From an optimization exercise on the open Yosys and OpenROAD flow, aimed at small area and a short achievable clock period; shortcuts taken in it are not production practice.

==> flow/design.v <==
package life_pkg;
    localparam logic [8:0] CONWAY_BIRTH   = 9'b000001000;
    localparam logic [8:0] CONWAY_SURVIVE = 9'b000001100;
endpackage
module life_rule_cell (
    input  logic [1:0] s_l,
    input  logic [1:0] s_c,
    input  logic [1:0] s_r,
    input  logic       self,
    input  logic [8:0] birth_mask,
    input  logic [8:0] survive_mask,
    output logic       next
);
    logic t0, k1, x, y, t1, z, t2, t3;
    life_fa u_fa0 (.a(s_l[0]), .b(s_c[0]), .c(s_r[0]), .s(t0), .co(k1));
    life_fa u_fa1 (.a(s_l[1]), .b(s_c[1]), .c(s_r[1]), .s(x),  .co(y));
    life_ha u_ha0 (.a(x), .b(k1), .s(t1), .co(z));
    assign t2 = y ^ z;
    assign t3 = s_l[1] & s_c[1] & s_r[1] & k1;
    logic b0, s1, g0, g1, g2, g3;
    life_mux2 u_b0 (.d({birth_mask[8], birth_mask[0]}),     .s(t3), .y(b0));
    life_mux2 u_s1 (.d({survive_mask[8], survive_mask[0]}), .s(t3), .y(s1));
    life_mux4 u_g0 (.d({s1, survive_mask[7], birth_mask[1], b0}),                .s({self, t0}), .y(g0));
    life_mux4 u_g1 (.d({survive_mask[2:1], birth_mask[3:2]}),                    .s({self, t0}), .y(g1));
    life_mux4 u_g2 (.d({survive_mask[4:3], birth_mask[5:4]}),                    .s({self, t0}), .y(g2));
    life_mux4 u_g3 (.d({survive_mask[6:5], birth_mask[7:6]}),                    .s({self, t0}), .y(g3));
    life_mux4 u_m  (.d({g3, g2, g1, g0}),                                        .s({t2, t1}), .y(next));
endmodule
module life_fa (
    input  logic a,
    input  logic b,
    input  logic c,
    output logic s,
    output logic co
);
    assign s  = a ^ b ^ c;
    assign co = (a & b) | (a & c) | (b & c);
endmodule
module life_mux4 (
    input  logic [3:0] d,
    input  logic [1:0] s,
    output logic       y
);
    assign y = d[s];
endmodule
module life_mux2 (
    input  logic [1:0] d,
    input  logic       s,
    output logic       y
);
    assign y = d[s];
endmodule
module life_ha (
    input  logic a,
    input  logic b,
    output logic s,
    output logic co
);
    assign s  = a ^ b;
    assign co = a & b;
endmodule
module life_popcount32 (
    input  logic [31:0] x,
    output logic [5:0] y
);
    logic s0, c0, s1, c1, s2, c2, s3, c3;
    logic s4, c4, s5, c5, s6, c6, s7, c7;
    logic s8, c8, s9, c9, s10, c10, s11, c11;
    logic s12, c12, s13, c13, s14, c14, s15, c15;
    logic s16, c16, s17, c17, s18, c18, s19, c19;
    logic s20, c20, s21, c21, s22, c22, s23, c23;
    logic s24, c24, s25, c25, s26, c26, s27, c27;
    logic s28, c28, s29, c29, s30, c30;
    life_fa u0 (.a(x[0]), .b(x[10]), .c(x[11]), .s(s0), .co(c0));
    life_fa u1 (.a(x[12]), .b(x[13]), .c(x[14]), .s(s1), .co(c1));
    life_fa u2 (.a(x[15]), .b(x[16]), .c(x[17]), .s(s2), .co(c2));
    life_fa u3 (.a(x[18]), .b(x[19]), .c(x[1]), .s(s3), .co(c3));
    life_fa u4 (.a(x[20]), .b(x[21]), .c(x[22]), .s(s4), .co(c4));
    life_fa u5 (.a(x[23]), .b(x[24]), .c(x[25]), .s(s5), .co(c5));
    life_fa u6 (.a(x[26]), .b(x[27]), .c(x[28]), .s(s6), .co(c6));
    life_fa u7 (.a(x[29]), .b(x[2]), .c(x[30]), .s(s7), .co(c7));
    life_fa u8 (.a(x[31]), .b(x[3]), .c(x[4]), .s(s8), .co(c8));
    life_fa u9 (.a(x[5]), .b(x[6]), .c(x[7]), .s(s9), .co(c9));
    life_fa u10 (.a(x[8]), .b(x[9]), .c(s0), .s(s10), .co(c10));
    life_fa u11 (.a(s1), .b(s2), .c(s3), .s(s11), .co(c11));
    life_fa u12 (.a(s4), .b(s5), .c(s6), .s(s12), .co(c12));
    life_fa u13 (.a(s7), .b(s8), .c(s9), .s(s13), .co(c13));
    life_fa u14 (.a(s10), .b(s11), .c(s12), .s(s14), .co(c14));
    life_ha u15 (.a(s13), .b(s14), .s(s15), .co(c15));
    life_fa u16 (.a(c0), .b(c1), .c(c2), .s(s16), .co(c16));
    life_fa u17 (.a(c3), .b(c4), .c(c5), .s(s17), .co(c17));
    life_fa u18 (.a(c6), .b(c7), .c(c8), .s(s18), .co(c18));
    life_fa u19 (.a(c9), .b(c10), .c(c11), .s(s19), .co(c19));
    life_fa u20 (.a(c12), .b(c13), .c(s16), .s(s20), .co(c20));
    life_fa u21 (.a(s17), .b(s18), .c(c14), .s(s21), .co(c21));
    life_fa u22 (.a(s19), .b(s20), .c(c15), .s(s22), .co(c22));
    life_ha u23 (.a(s21), .b(s22), .s(s23), .co(c23));
    life_fa u24 (.a(c16), .b(c17), .c(c18), .s(s24), .co(c24));
    life_fa u25 (.a(c19), .b(c20), .c(s24), .s(s25), .co(c25));
    life_fa u26 (.a(c21), .b(s25), .c(c22), .s(s26), .co(c26));
    life_ha u27 (.a(c23), .b(s26), .s(s27), .co(c27));
    life_fa u28 (.a(c24), .b(c25), .c(c26), .s(s28), .co(c28));
    life_ha u29 (.a(c27), .b(s28), .s(s29), .co(c29));
    life_ha u30 (.a(c28), .b(c29), .s(s30), .co(c30));
    assign y[0] = s15;
    assign y[1] = s23;
    assign y[2] = s27;
    assign y[3] = s29;
    assign y[4] = s30;
    assign y[5] = c30;
endmodule
module life_row_engine #(
    parameter int WIDTH  = 64,
    parameter int HEIGHT = 32,
    parameter int WRAP   = 0
) (
    input  logic                                 clk,
    input  logic                                 rst_n,
    input  logic                                 start,
    input  logic [8:0]                           birth_mask,
    input  logic [8:0]                           survive_mask,
    input  logic                                 in_valid,
    output logic                                 in_ready,
    input  logic [WIDTH-1:0]                     in_row,
    output logic                                 out_valid,
    input  logic                                 out_ready,
    output logic [WIDTH-1:0]                     out_row,
    output logic                                 out_last,
    output logic                                 busy,
    output logic                                 gen_done,
    output logic [$clog2(WIDTH*HEIGHT+1)-1:0]    alive_count,
    output logic                                 stable
);
    localparam int CW = $clog2(WIDTH*HEIGHT+1);
    localparam int RW = $clog2(HEIGHT);
    logic             st_fill, st_run, st_drain, st_last;
    logic [8:0]       birth_q, survive_q;
    logic [WIDTH-1:0] prev_row, cur_row, below_row, new_row;
    logic [RW-1:0]    row_cnt;
    logic             pend;
    logic             rdy_base;
    logic             out_free, start_go, take_fill, load_run, load_drain, load, shift, last_row;
    assign rdy_base = st_fill | (st_run & !out_valid);
    life_ready u_ready (.run(st_run), .out_ready(out_ready), .base(rdy_base), .ready(in_ready));
    always_comb begin
        busy       = st_fill | st_run | st_drain | st_last;
        out_free   = !out_valid || out_ready;
        start_go   = !busy && start;
        take_fill  = st_fill && in_valid;
        load_run   = st_run && in_valid && out_free;
        load_drain = st_drain && out_free;
        load       = load_run | load_drain;
        shift      = take_fill | load;
        last_row   = (row_cnt == RW'(HEIGHT - 1));
        out_last   = st_last;    
    end
    always_ff @(posedge clk or negedge rst_n) begin
        if (!rst_n) begin
            st_fill   <= 1'b0;
            st_run    <= 1'b0;
            st_drain  <= 1'b0;
            st_last   <= 1'b0;
            row_cnt   <= '0;
            out_valid <= 1'b0;
            gen_done  <= 1'b0;
            pend      <= 1'b0;
        end else begin
            st_fill   <= start_go | (st_fill & !in_valid);
            st_run    <= take_fill | (st_run & !(load_run & last_row));
            st_drain  <= (load_run & last_row) | (st_drain & !out_free);
            st_last   <= load_drain | (st_last & !out_ready);
            gen_done  <= st_last & out_valid & out_ready;
            out_valid <= load | (out_valid & !out_ready);
            pend      <= load;
            if (take_fill | load_run) row_cnt <= row_cnt + RW'(1);
        end
    end
    always_ff @(posedge clk) begin
        if (start_go) begin
            birth_q   <= birth_mask;
            survive_q <= survive_mask;
        end
        if (shift) prev_row <= cur_row;
        if (shift | !busy) cur_row <= below_row;
        if (load)  out_row  <= new_row;
    end
    assign below_row = (st_fill | st_run) ? in_row : '0;
    logic [1:0] col [WIDTH+2];
    assign col[0]       = 2'd0;
    assign col[WIDTH+1] = 2'd0;
    for (genvar j = 0; j < WIDTH; j++) begin : g_col
        life_fa u_col (.a(prev_row[j]), .b(cur_row[j]), .c(below_row[j]),
                       .s(col[j+1][0]), .co(col[j+1][1]));
    end
    for (genvar i = 0; i < WIDTH; i++) begin : g_cell
        life_rule_cell u_cell (
            .s_l (col[i]),
            .s_c (col[i+1]),
            .s_r (col[i+2]),
            .self(cur_row[i]),
            .birth_mask  (birth_q),
            .survive_mask(survive_q),
            .next(new_row[i])
        );
    end
    localparam int HW  = WIDTH / 2;
    localparam int HPW = $clog2(HW + 1);
    localparam int PW  = $clog2(WIDTH + 1);
    logic [HPW-1:0] pop_lo, pop_hi;
    logic [PW-1:0]  row_pop;
    logic [CW-1:0]  alive_q;
    life_popcount32 u_pop_lo (.x(out_row[HW-1:0]),     .y(pop_lo));
    life_popcount32 u_pop_hi (.x(out_row[WIDTH-1:HW]), .y(pop_hi));
    assign alive_count = alive_q + CW'(row_pop);
    always_ff @(posedge clk) begin
        row_pop <= pend ? PW'(pop_lo) + PW'(pop_hi) : '0;
        if (start_go) begin
            alive_q <= '0;
            stable  <= 1'b1;
        end else begin
            alive_q <= alive_count;
            if (pend && out_row != prev_row) stable <= 1'b0;
        end
    end
endmodule
module life_ready (
    input  logic run,
    input  logic out_ready,
    input  logic base,
    output logic ready
);
    assign ready = (run & out_ready) | base;
endmodule
Settings: LEC_CHECK=0, CAP_MARGIN=20, CORE_MARGIN=2, CORE_UTILIZATION=40, SLEW_MARGIN=20, SYNTH_HIERARCHICAL=1; clock period 11.5 ns.
standard.sh (not shown) runs the stock make flow with config.mk's settings and CLKGATE_MAP_FILE= SYNTH_SCRIPT=/design/flow/synth_recipe.tcl, a recipe that flattens the netlist after the stock synthesis.
==> flow/flow/run.sh <==
#!/bin/bash
# The standard synthesis and layout, with these changes to the layout steps:
# - the synthesized combinational cells start as the smallest cell of their kind
#   (flow/downsize.tcl), so that timing repair only grows the ones that need it;
# - the port buffers are the cell named in flow/port_buffer.txt;
# - timing repair aims for the setup slack in flow/setup_margin.txt;
# - clock tree synthesis takes the arguments in flow/cts_args.txt, if present.
set -uo pipefail
cd "$(dirname "$0")/.."
bash standard.sh synth > synth.log 2>&1 || exit 1
export PRE_FLOORPLAN_TCL="$(pwd)/flow/downsize.tcl"
export BUFFER_PORTS_ARGS="-buffer_cell $(cat flow/port_buffer.txt)"
export SETUP_SLACK_MARGIN=$(cat flow/setup_margin.txt)
if [[ -f flow/cts_args.txt ]]; then
  export CTS_ARGS="$(cat flow/cts_args.txt)"
fi
bash standard.sh > layout.log 2>&1
==> flow/flow/downsize.tcl <==
# Swap every combinational cell for the smallest-area cell of its kind (same function,
# another drive strength), so that timing repair only grows the cells whose paths
# need it.
set n_down 0
foreach inst [get_cells *] {
  set ref [get_property $inst ref_name]
  if {![regexp {^(sky130_fd_sc_hd__([a-z0-9]+))_([0-9]+)$} $ref -> base kind drive]} { continue }
  if {[regexp {^(e?df|sdf|dl|tap|fill|decap|conb|clk|dly|probe|lpflow)} $kind]} { continue }
  set best_area [get_property [get_lib_cells $ref] area]
  set best ""
  foreach lc [get_lib_cells -quiet ${base}_*] {
    set name [get_property $lc name]
    if {![regexp "^${base}_\[0-9\]+\$" $name]} { continue }
    set a [get_property $lc area]
    if {$a < $best_area - 1e-6} {
      set best_area $a
      set best $lc
    }
  }
  if {$best ne ""} {
    replace_cell $inst $best
    incr n_down
  }
}
puts "downsize.tcl: swapped $n_down cells for smaller ones"
==> flow/flow/port_buffer.txt <==
sky130_fd_sc_hd__buf_2
==> flow/flow/setup_margin.txt <==
6.5
The first run ran to the end with no violations.
Then changed:
==> flow/flow/cts_args.txt (new file) <==
-sink_clustering_enable -repair_clock_nets -buf_list sky130_fd_sc_hd__clkbuf_8 -dont_use_dummy_load
==> flow/flow/port_buffer.txt (replaced) <==
sky130_fd_sc_hd__buf_1
==> flow/flow/setup_margin.txt (replaced) <==
6.6
Outcome:
- The changed run finished with timing, DRC and antenna clean
- sequential share of layout area goes up by 0.32 points
Then changed:
==> flow/flow/setup_margin.txt (replaced) <==
6.5
Setup slack loses 0.0086 ns; synthesized cell count stays the same; cell count came out lower by about 0.8%; design area came out lower by about 0.9%; via count came out lower by about 2.3%; worst hold slack stays flat; clock-buffer cell count came out lower by 1; wire length came out lower by 2.5%; core utilization came out lower by 0.40 points.
Then changed:
==> flow/flow/cts_args.txt (replaced) <==
-sink_clustering_enable -repair_clock_nets -buf_list sky130_fd_sc_hd__clkbuf_8 -dont_use_dummy_load -sink_clustering_size 12 -sink_clustering_max_diameter 100
Global-route usage came out lower by 0.31 points; hold slack improved by 0.0053 ns.
Function was not checked in any run of this note: the RTL went through the layout flow alone.

-- what the ideal ports hide --
The results above use ideal ports. As a check the final layouts listed here were re-extracted and re-timed, cells and wires unchanged. Step 1 sets driving cells, clkbuf_16 on the clock port and buf_2 on the other inputs (assumed; they add their load-dependent delay and slew). Step 2 times the ports against the registers' clock, not the clock port: input delays grow and output delays shrink by t, the midpoint of the rising clock arrivals with the driver on. Slacks: no drivers / after step 1 / after step 2; pairs: no drivers / after step 1.
run	t, ns	slack for setup (ns)	worst setup path at the end	worst register clock-pin slew, ns	cell pins on the clock port's net
the first run	0.610	6.526 / 6.494 / 6.004	input to register	0.06 / 0.06	1
the second run	0.696	6.541 / 6.508 / 5.998	input to register	0.06 / 0.06	1
the third run	0.692	6.532 / 6.497 / 5.936	input to register	0.06 / 0.06	1
the fourth run	0.671	6.532 / 6.497 / 5.941	input to register	0.11 / 0.11	1
After both steps every run listed still meets setup and hold. For the third run, which loses most, drivers alone change the setup slack by -0.035 ns; drivers and shift together by -0.596 ns.
